Background: an optimization exercise with open tools, aiming at small area, a short achievable clock period and few clock cycles. Do not read the settings as production practice.
RTL that was checked went through simulation tests only; none was proved equivalent to the original.

## lagoon
==> flow/design.v (excerpt) <==
module wn_dot #(
   parameter int unsigned NCH  = 16,
   parameter int unsigned DW   = 8,
   parameter int unsigned AW   = 4,
   parameter int unsigned ACCW = 2*DW+AW,
   parameter int unsigned OW   = DW
) (
   input  logic                     clk,
   input  logic                     xrst,
   input  logic                     start,
   input  logic [AW-1:0]            len,
   input  logic                     relu,
   output logic [AW-1:0]            x_raddr,
   input  logic signed [DW-1:0]     x_rdata,
   output logic [NCH*AW-1:0]        w_raddr,
   input  logic signed [NCH*DW-1:0] w_rdata,
   output logic [NCH*OW-1:0]        y,
   output logic                     busy,
   output logic                     finish
);
   localparam logic [ACCW-1:0] K_TERM = 20'hfab00;
   localparam int unsigned NCOPY = 2;
   logic          r_busy;
   logic          r_run;       
   logic [AW-1:0] r_addr;
   logic [AW-1:0] r_len_m1;
   logic          r_relu;
   logic          r_first1;    
   logic          r_last1, r_last2;
  ...
export LEC_CHECK = 0
export ABC_AREA = 1
export CAP_MARGIN = 20
export CORE_MARGIN = 2
export CORE_UTILIZATION = 55
export PLACE_DENSITY = 0.65
export SETUP_SLACK_MARGIN = 3.8
export SLEW_MARGIN = 20
create_clock -name core_clock -period 8.0 [get_ports {clk}]
standard.sh (not shown) runs the stock make flow with config.mk's settings and CLKGATE_MAP_FILE= SYNTH_SCRIPT=/design/flow/synth_recipe.tcl, a recipe that flattens the netlist after the stock synthesis.
==> flow/flow/run.sh <==
#!/bin/bash
# The standard layout (the standard.sh), with two changes:
#  - after the standard synthesis, flow/fa_polarity.py flips the polarity of full adders
#    (FA(~a,~b,~c) = ~FA(a,b,c)) to drop inverters around them; registers are untouched
#  - the port buffers are plain buffers instead of the default delay cells
# Each tool's output goes to a log here: synth.log, fa_polarity.log, layout.log
# (ORFS's own per-step logs stay under orfs/logs).
set -euo pipefail
ARGS=(BUFFER_PORTS_ARGS="-buffer_cell sky130_fd_sc_hd__buf_2")
RES=$PWD/orfs/results/$FLOW_PLATFORM/wn_dot/base
bash standard.sh "${ARGS[@]}" "$RES/1_2_yosys.v" > synth.log 2>&1
python3 flow/fa_polarity.py "$RES/1_2_yosys.v" "$RES/1_2_yosys.fapol.v" > fa_polarity.log 2>&1
cp "$RES/1_2_yosys.v" "$RES/1_2_yosys.orig.v"
mv "$RES/1_2_yosys.fapol.v" "$RES/1_2_yosys.v"
bash standard.sh "${ARGS[@]}" finish > layout.log 2>&1
Other scripts of this flow, unchanged in this note and not shown: flow/flow/fa_polarity.py
Testbench counts of lagoon, summed over its fixed seeds: cycles 17,126.
[inputs] ember vs lagoon
Settings: SETUP_SLACK_MARGIN changed from 3.8 to 4.0.
--- outcome ---
A critical-path cell with the highest stage delay of nor3_2 is what lagoon shows, while dfxtp_1 belongs to ember. Storage element area on ember is up relative to lagoon. For required time reported for the critical path endpoint, lagoon and ember come out practically identical. In ember, multi-input combinational cell area is higher than in lagoon. ember against lagoon: fraction of final layout cells sized beyond drive strength 1 saw an increase; design area up 3.0%.
#### Input delta (maple over ember)
Settings: a change of SETUP_SLACK_MARGIN from 4.0 to 4.15.
### Flow results
Looking at start point of the critical path, the r_cs[0][0] result is from maple; the r_acc[0][11] one comes from ember.
maple -> ember: weighted congestion reported at the end of routability-driven placement delta 0, exact match
Lower clock-cell share of area goes to maple over ember.
Vias per cell went up slightly going from ember to maple.
In the reports for maple and ember, the smaller worst setup slack belongs to ember.
The following lists how amber was set up differently from maple:
Settings: PLACE_DENSITY changed from 0.65 to 0.75; SETUP_SLACK_MARGIN changed from 4.15 to 4.0; CORE_UTILIZATION changed from 55 to 65.
- Diff maple -> amber: post-CTS setup-driven buffer insertion count -14.
The following lists how nickel was set up differently from amber:
Settings: a change of ABC_AREA from 1 to 0; a change of PLACE_DENSITY from 0.75 to 0.65; a change of CORE_UTILIZATION from 65 to 55.
## What came out
- nickel against amber: fmax -1.8 MHz; maximum number of pins on one net before global-route repair +95; non-clock buffer total of the final layout +18.
- Cell with the largest stage delay on the worst path = dfxtp_4: nickel; cell with the largest stage delay on the worst path = dfxtp_2: amber
- Side by side, final critical delay including setup and external delays turned out higher in nickel than in amber.
- Taking amber as the reference point, the flip-flop and latch share of the layout cell area of nickel rises by 0.32 points.
- Relative to amber, the setup slack of the most critical reg-to-reg path of nickel is lower by 0.03 ns.
- Final critical-path setup slack is higher on amber
Input-level comparison between xenon and nickel:
Settings: ABC_AREA changed from 0 to 1; CTS_BUF_LIST newly set to sky130_fd_sc_hd__clkbuf_8.
--- outcome ---
xenon vs nickel: global-route usage up. Taking xenon as 1.0, nickel lands at 0.884 on total routed wirelength. Side by side, average detailed-routed wire length per instance turned out lower in xenon than in nickel. Compared xenon vs nickel, and number of buffers created by CTS is up in xenon. Against nickel, xenon comes in 0.18 ns lower on worst setup timing slack at the placement stage. Against nickel, xenon comes in 2 higher on critical path depth.

========
wn_dot, a different RTL version from the one above (not shown whole).
Size in the first run: ~5500 cells after synthesis, about 490 flip-flops, ~340 I/O pins.
make LEC_CHECK=0 CAP_MARGIN=20 CORE_MARGIN=2 CORE_UTILIZATION=40 SLEW_MARGIN=20 finish   # period 8.0 ns
run.sh (not shown) runs the stock make flow with config.mk's settings and CLKGATE_MAP_FILE= SYNTH_SCRIPT=/design/flow/synth_recipe.tcl, a recipe that flattens the netlist after the stock synthesis.
Stock flow here: none of the scripts above is used.
Edit:
--- a/flow/config.mk
+++ b/flow/config.mk
@@ -10,0 +11 @@
+export SETUP_SLACK_MARGIN = 4.5
The new run finished with timing, DRC and antenna clean.
Core utilization came out higher by 12 points.
Clock-buffer cell count came out lower by 9.
Critical path depth came out higher by 3.
Edit:
--- a/flow/config.mk
+++ b/flow/config.mk
@@ -7,0 +8 @@
+export ABC_CLOCK_PERIOD_IN_PS = 4000
@@ -11 +12 @@
-export SETUP_SLACK_MARGIN = 4.5
+export SETUP_SLACK_MARGIN = 3.5
Result: Hold slack is about the same. Sequential share of layout area rises by 1.8 points. First-iteration DRC count falls by 2.2%. Core utilization falls by 6.4 points. Routed wire length falls by 10%. Register-to-register slack gets better by 40 ps.
Edit:
--- a/flow/config.mk
+++ b/flow/config.mk
@@ -8 +8 @@
-export ABC_CLOCK_PERIOD_IN_PS = 4000
+export ABC_AREA = 1
- The new run produced a clean layout
- wire length rose by 4.1%
- flip-flop and latch count is unchanged
- global-route usage fell by 0.60 points
Function was not checked in any run of this note: the RTL went through the layout flow alone.

========
wn_dot, a different RTL version from the one above (not shown whole).
Size: ~6800 cells after synthesis, about 500 flip-flops, about 340 I/O pins.
==> flow/design.v (excerpt) <==
module wn_dot #(
   parameter int unsigned NCH  = 16,
   parameter int unsigned DW   = 8,
   parameter int unsigned AW   = 4,
   parameter int unsigned ACCW = 2*DW+AW,
   parameter int unsigned OW   = DW
) (
   input  logic                     clk,
   input  logic                     xrst,
   input  logic                     start,
   input  logic [AW-1:0]            len,
   input  logic                     relu,
   output logic [AW-1:0]            x_raddr,
   input  logic signed [DW-1:0]     x_rdata,
   output logic [NCH*AW-1:0]        w_raddr,
   input  logic signed [NCH*DW-1:0] w_rdata,
   output logic [NCH*OW-1:0]        y,
   output logic                     busy,
   output logic                     finish
);
Settings: LEC_CHECK=0, ABC_AREA=1, CAP_MARGIN=20, CORE_MARGIN=2, CORE_UTILIZATION=55, PLACE_DENSITY=0.65, SETUP_SLACK_MARGIN=3.5, SLEW_MARGIN=20; clock period 8.0 ns.
standard.sh (not shown) runs the stock make flow with config.mk's settings and CLKGATE_MAP_FILE= SYNTH_SCRIPT=/design/flow/synth_recipe.tcl, a recipe that flattens the netlist after the stock synthesis.
==> flow/flow/run.sh <==
#!/bin/bash
# The standard layout (the standard.sh, synthesis included, unchanged), except that
# the port buffers are plain buffers instead of the default delay cells. Its make output
# goes to standard.log here; ORFS's own per-step logs stay under orfs/logs.
set -euo pipefail
bash standard.sh BUFFER_PORTS_ARGS="-buffer_cell sky130_fd_sc_hd__buf_2" finish > standard.log 2>&1
Testbench counts at the start, summed over its fixed seeds: cycles 17,126.
Rerun with:
--- a/flow/config.mk
+++ b/flow/config.mk
@@ -11,2 +11,2 @@
-export CORE_UTILIZATION = 55
-export PLACE_DENSITY = 0.65
+export CORE_UTILIZATION = 70
+export PLACE_DENSITY = 0.75
Result:
- first-iteration DRC count came out higher by about a fifth
- via count rises by a few percent
- setup slack improved by 82 ps
- clock skew falls by 12 ps
- routed wire length is lower by a few percent
Rerun with:
--- a/flow/config.mk
+++ b/flow/config.mk
@@ -11,3 +11,3 @@
-export CORE_UTILIZATION = 70
-export PLACE_DENSITY = 0.75
-export SETUP_SLACK_MARGIN = 3.5
+export CORE_UTILIZATION = 55
+export PLACE_DENSITY = 0.65
+export SETUP_SLACK_MARGIN = 4.0
After rerunning:
- global-route usage came out lower by 6.8 points
- via count went down by 0.44%
- final cell count climbs by 4.6%
Rerun with:
--- a/flow/config.mk
+++ b/flow/config.mk
@@ -11,3 +11,2 @@
-export CORE_UTILIZATION = 55
-export PLACE_DENSITY = 0.65
-export SETUP_SLACK_MARGIN = 4.0
+export CORE_UTILIZATION = 40
+export SETUP_SLACK_MARGIN = 3.5
What happened:
- via count came out lower by 2.8%
- global-route usage is lower by 8.9 points
- setup slack gets worse by 460 ps
- sequential cell count does not change
- maximum frequency came out lower by 11%
- routed wire length shrinks by 2.0%
- final area drops by 2.0%
Rerun with:
--- a/flow/config.mk
+++ b/flow/config.mk
@@ -11,2 +11,3 @@
-export CORE_UTILIZATION = 40
-export SETUP_SLACK_MARGIN = 3.5
+export CORE_UTILIZATION = 55
+export PLACE_DENSITY = 0.65
+export SETUP_SLACK_MARGIN = 4.5
What happened: The new run ran to the end with no violations. Sequential share of layout area went down by 3.2 points. Clock-buffer cell count went down by 4. Worst setup slack gains 450 ps. Design area went up by 27%.

## static timing again, ports no longer ideal
Ports are ideal in the flow. The routed layouts listed here were re-timed in OpenROAD. Step 1 sets driving cells, clkbuf_16 on the clock port and buf_2 on the other inputs (assumed; they add their load-dependent delay and slew). Step 2, shift: input delay + t, output delay - t, t = (earliest + latest rising clock arrival at the registers) / 2. This alone moves slack from input paths to output paths. a / b / c = ideal / step 1 / step 2; a / b = the first two.
run	t, ns	setup WS [ns]	hold slack, ns	slew at the worst register clock pin (ns)	worst data-port slew with drivers (ns)
lagoon	0.693	3.802 / 3.736 / 3.964	0.369 / 0.369 / 0.369	0.07 / 0.07	0.11
ember	0.696	4.034 / 3.968 / 4.162	0.371 / 0.371 / 0.371	0.07 / 0.07	0.11
maple	0.695	4.078 / 4.012 / 4.238	0.370 / 0.370 / 0.370	0.06 / 0.06	0.12
amber	0.716	4.034 / 3.963 / 4.120	0.365 / 0.365 / 0.365	0.07 / 0.07	0.10
nickel	0.702	4.005 / 3.934 / 4.094	0.361 / 0.361 / 0.361	0.07 / 0.07	0.14
xenon	0.825	3.959 / 3.896 / 4.168	0.373 / 0.373 / 0.373	0.07 / 0.07	0.12
the first run of note 2	0.704	2.189 / 2.154 / 1.930	0.340 / 0.340 / 0.340	0.06 / 0.06	0.09
the second run of note 2	0.720	3.364 / 3.364 / 3.364	0.347 / 0.347 / 0.347	0.07 / 0.07	0.08
the third run of note 2	0.722	3.401 / 3.401 / 3.005	0.346 / 0.346 / 0.346	0.07 / 0.07	0.21
the fourth run of note 2	0.742	3.576 / 3.500 / 3.067	0.348 / 0.348 / 0.348	0.07 / 0.07	0.07
the first run of note 3	0.698	3.576 / 3.510 / 3.642	0.349 / 0.349 / 0.349	0.07 / 0.07	0.13
the second run of note 3	0.718	3.659 / 3.659 / 3.659	0.359 / 0.359 / 0.359	0.07 / 0.07	0.13
the third run of note 3	0.703	4.075 / 4.005 / 4.133	0.349 / 0.349 / 0.349	0.07 / 0.07	0.15
the fourth run of note 3	0.742	3.610 / 3.534 / 3.646	0.365 / 0.365 / 0.365	0.07 / 0.07	0.17
the fifth run of note 3	0.732	4.057 / 4.057 / 4.057	0.352 / 0.352 / 0.352	0.07 / 0.07	0.15
After both steps every run listed still meets setup and hold. For the fourth run of note 2, which loses most, drivers alone change the setup slack by -0.076 ns; drivers and shift together by -0.509 ns.
